Context: an optimization exercise on an open-source flow, tuned for small area, a short achievable clock period and few clock cycles. The choices shown serve that exercise and are no tape-out recipe. Where RTL was checked, it was by simulation tests only, not by an equivalence proof against the original. Power and IR drop assume default switching activity.

## vpu_core
module vpu_core (
    input  logic               clk,
    input  logic               rst_n,
    input  logic               en,
    output vpu_pkg::pc_t       pc,
    input  vpu_pkg::instr_t    instr,
    output vpu_pkg::mem_addr_t mem_addr,
    output logic               mem_read,
    output logic               mem_write,
    output vpu_pkg::vec_t      mem_wdata,
    input  vpu_pkg::vec_t      mem_rdata,
    output logic               data_out_vld,
    output vpu_pkg::vec_t      data_out,
    output vpu_pkg::reg_addr_t reg_wb
);
Size: about 3100 cells after synthesis, about 800 flip-flops, about 250 I/O pins, about 39000 um2 of cells after synthesis.
Settings: LEC_CHECK=0, CAP_MARGIN=20, CORE_MARGIN=2, CORE_UTILIZATION=40, SLEW_MARGIN=20; clock period 5.5 ns.
run.sh (not shown) runs the stock make flow with config.mk's settings and CLKGATE_MAP_FILE= SYNTH_SCRIPT=/design/flow/synth_recipe.tcl, a recipe that flattens the netlist after the stock synthesis.
The first run finished clean.
Next try:
- ABC_CLOCK_PERIOD_IN_PS: not set -> 3000
- SETUP_SLACK_MARGIN: not set -> 2.6
Synthesized area is unchanged.
Via count rose by 4.8%.
Total power rose by 2.7%.
Register-to-register slack gets better by 1.3 ns.
Design area rose by 5.9%.
Cell count rose by 3.2%.
Clock-buffer cell count rose by 9.
Combinational power rose by 27%.
Clock power is about the same.
Core utilization rose by 2.8 points.
Function was not checked in any run of this note: the RTL went through the layout flow alone.

---

== run A ==
Another version of the RTL of vpu_core (not shown whole).
For scale: roughly 3,000 cells after synthesis, roughly 790 flip-flops, about 250 I/O pins, ~39,000 sq um of cells after synthesis.
clock: 5.5 ns
lec_check: 0
cap_margin: 20
core_margin: 2
core_utilization: 40
cts_buf_list: sky130_fd_sc_hd__clkbuf_16
cts_cluster_diameter: 100
cts_cluster_size: 24
setup_slack_margin: 2.9
slew_margin: 20
[inputs] run B vs run A
- changing SETUP_SLACK_MARGIN from 2.9 to 3.0
==> flow/flow/run.sh (new file) <==
#!/bin/bash
set -euo pipefail
cd "$(dirname "$0")/.."
export BUFFER_PORTS_ARGS="-buffer_cell sky130_fd_sc_hd__buf_1"
bash standard.sh finish > standard_flow.log 2>&1
==> flow/standard.sh (new file) <==
#!/bin/bash
# synth_recipe.tcl (not shown) runs the flow's synth.tcl, then flattens the netlist and writes it again
# the make line also repeats each setting of config.mk as NAME=value (left out here)
make -C /OpenROAD-flow-scripts/flow DESIGN_CONFIG=/design/flow/config.mk WORK_HOME=/design/flow/orfs CLKGATE_MAP_FILE= SYNTH_SCRIPT=/design/flow/synth_recipe.tcl "${@:-finish}"
removed: flow/run.sh
Results
Run B against run A: layout inverter count without the clock tree has remained practically unchanged; fmax now sits higher; hold slack now sits higher; delay contributed by the slowest stage of the critical path now sits at about the same level; post-synthesis cell type count now sits at about the same level. Looking at endpoint of the most critical setup path, the ex_a[26] result is from run A; the ex_a[60] one comes from run B. | minimum clock period after layout | higher: run A |. Area of all placed cells without fillers, run A and run B: larger value in run A.
Edits applied to the flow inputs when going from run B to run C:
- SETUP_SLACK_MARGIN now 3.2, was 3.0
### Flow results
- Run B: done, clean on timing, DRC and antenna
- Run C has completed all stages; timing, DRC and antenna checks passed.
- Run C vs. run B: internal power increased by 2.8% relative to the old numbers, signed area change from the synthesized netlist to the final layout increased by 3.2 points relative to the old numbers, multi-input gate area in the final layout increased by 1.7% relative to the old numbers.
- Run comparison: run B capture point of the worst path ex_a[60]; run C capture point of the worst path ex_a[43]
diff inputs: run C => run D
- SETUP_SLACK_MARGIN: 3.2 -> 3.0
==> flow/flow/run.sh <==
#!/bin/bash
set -euo pipefail
cd "$(dirname "$0")/.."
export BUFFER_PORTS_ARGS="-buffer_cell sky130_fd_sc_hd__buf_4"
bash standard.sh finish > standard_flow.log 2>&1
## What came out
The final layout from run D, which completed every stage, passed the timing, design-rule and antenna checks at the end of the flow. Combined buffer and inverter count along the critical path (lower): run D. Diff run D..run C | count of multi-input combinational gates | negligible. Of run D and run C, run C shows the higher pin count of the biggest net entering global routing, with run D below it. Measured against each other, run D and run C differ in final worst-path cycle share, the higher figure coming from run C. Worst setup slack (lower): run C. For count of buffers not belonging to the clock network in the layout, dividing the value from run D by the value from run C gives 0.904. Compared to run C, run D has met1 usage 0.75 points lower. Average vias per placed instance grows slightly when moving from run C to run D. Run D — register share of the cell area 0.51 points higher, run C as reference.
No run of this note included a check of the RTL's function; only the layout flow was run.

---

== old ==
vpu_core, a different RTL version from the one above (not shown whole).
Size: roughly 2600 cells after synthesis, ~640 flip-flops, about 250 I/O pins.
// vpu_core
module vpu_core (
    input  logic               clk,
    input  logic               rst_n,
    input  logic               en,
    output vpu_pkg::pc_t       pc,
    input  vpu_pkg::instr_t    instr,
    output vpu_pkg::mem_addr_t mem_addr,
    output logic               mem_read,
    output logic               mem_write,
    output vpu_pkg::vec_t      mem_wdata,
    input  vpu_pkg::vec_t      mem_rdata,
    output logic               data_out_vld,
    output vpu_pkg::vec_t      data_out,
    output vpu_pkg::reg_addr_t reg_wb
);
    logic [7:0]         id_sel_a;
    logic [7:0]         id_sel_b;
    logic               id_sel_imm;
    logic [7:0]         id_wen;
    logic               id_writes;
    logic               id_arith;
    logic               id_sub;
    logic               id_and;
    logic               id_or;
    logic               id_xor;
    logic               id_load;
    logic               id_store;
    logic               id_jump;
    logic               stall;
    logic [7:0]         rf_valid;
    logic [7:0]         rf_valid_next;
    logic [7:0]         ex_sel_a;
    logic [7:0]         ex_sel_b;
    logic               ex_sel_imm;
    logic [7:0]         ex_wen;
    logic               ex_writes;
    vpu_pkg::reg_addr_t ex_vd;
    vpu_pkg::imm_t      ex_imm;
    logic               ex_arith;
    logic               ex_sub;
    logic               ex_and;
    logic               ex_or;
    logic               ex_xor;
    logic               ex_load;
    logic               ex_store;
    vpu_pkg::vec_t      ex_a;
    vpu_pkg::vec_t      ex_b;
    vpu_pkg::vec_t      ex_result;
    logic               wb_valid;
    vpu_pkg::reg_addr_t wb_vd;
    vpu_pkg::vec_t      wb_data;
    fetch_unit u_fetch (
        .clk         (clk),
        .rst_n       (rst_n),
        .advance     (en && !stall),
        .jump        (id_jump),
        .jump_target (instr[vpu_pkg::PC_W-1:0]),
        .pc          (pc)
    );
    assign rf_valid_next = rf_valid | ex_wen;
    instr_decoder u_decoder (
        .instr    (instr),
        .rf_valid (rf_valid_next),
        .ex_store (ex_store),
        .sel_a    (id_sel_a),
        .sel_b    (id_sel_b),
        .sel_imm  (id_sel_imm),
        .wen      (id_wen),
        .writes   (id_writes),
        .op_arith (id_arith),
  ...
Settings: LEC_CHECK=0, CAP_MARGIN=20, CORE_MARGIN=2, CORE_UTILIZATION=40, SLEW_MARGIN=20; clock period 5.5 ns.
Stock flow here: none of the scripts above is used.
old was carried through to the last stage, and its layout satisfied the timing, design-rule and antenna checks.
Testbench counts of old, summed over its fixed seeds: cycles 17,973.
## Diff of input files: new against old
--- a/flow/config.mk
+++ b/flow/config.mk
@@ -10,2 +10,3 @@
 export CORE_UTILIZATION = 40
+export SETUP_SLACK_MARGIN = 2.0
 export SLEW_MARGIN = 20
### Flow results
- old was smaller in final cell area than new.
- Compared with old, new is hungrier on power.
- Detailed-route wire length delta for new relative to old: about 10% higher
- Looking at logic depth of the worst register-to-register path, new sits above old.

## afterwards: timing with drivers on the ports
The flow's constraints put no driver on any port. The routed layouts listed below were extracted and timed again, unchanged, in two steps. Step 1 (the two cells are an assumption about what drives the block):
set clk [get_ports {clk}]
set_driving_cell -lib_cell sky130_fd_sc_hd__clkbuf_16 $clk
set_driving_cell -lib_cell sky130_fd_sc_hd__buf_2 [delete_from_list [all_inputs] $clk]
Step 2 also shifts input and output timing later by t, the mid clock arrival at the registers, as if the neighbouring blocks saw the same clock. a / b / c = ideal ports / drivers / drivers and shift; a / b = the first two.
| run | shift t [ns] | slack for setup (ns) | worst data-port slew with drivers (ns) |
|---|---|---|---|
| the first run of note 1 | 0.702 | 0.932 / 0.932 / 0.932 | 0.08 |
| the second run of note 1 | 0.714 | 2.220 / 2.220 / 2.220 | 0.21 |
| run A | 0.675 | 2.537 / 2.537 / 2.134 | 0.18 |
| run B | 0.671 | 2.548 / 2.548 / 2.343 | 0.12 |
| run C | 0.674 | 2.560 / 2.560 / 2.534 | 0.19 |
| run D | 0.674 | 2.582 / 2.582 / 2.146 | 0.20 |
| old | 0.675 | 0.505 / 0.505 / 0.505 | 0.07 |
| new | 0.684 | 1.373 / 1.373 / 1.373 | 0.07 |
After both steps every run listed still meets setup and hold. For run D, which loses most, drivers alone change the setup slack by 0.000 ns; drivers and shift together by -0.436 ns.
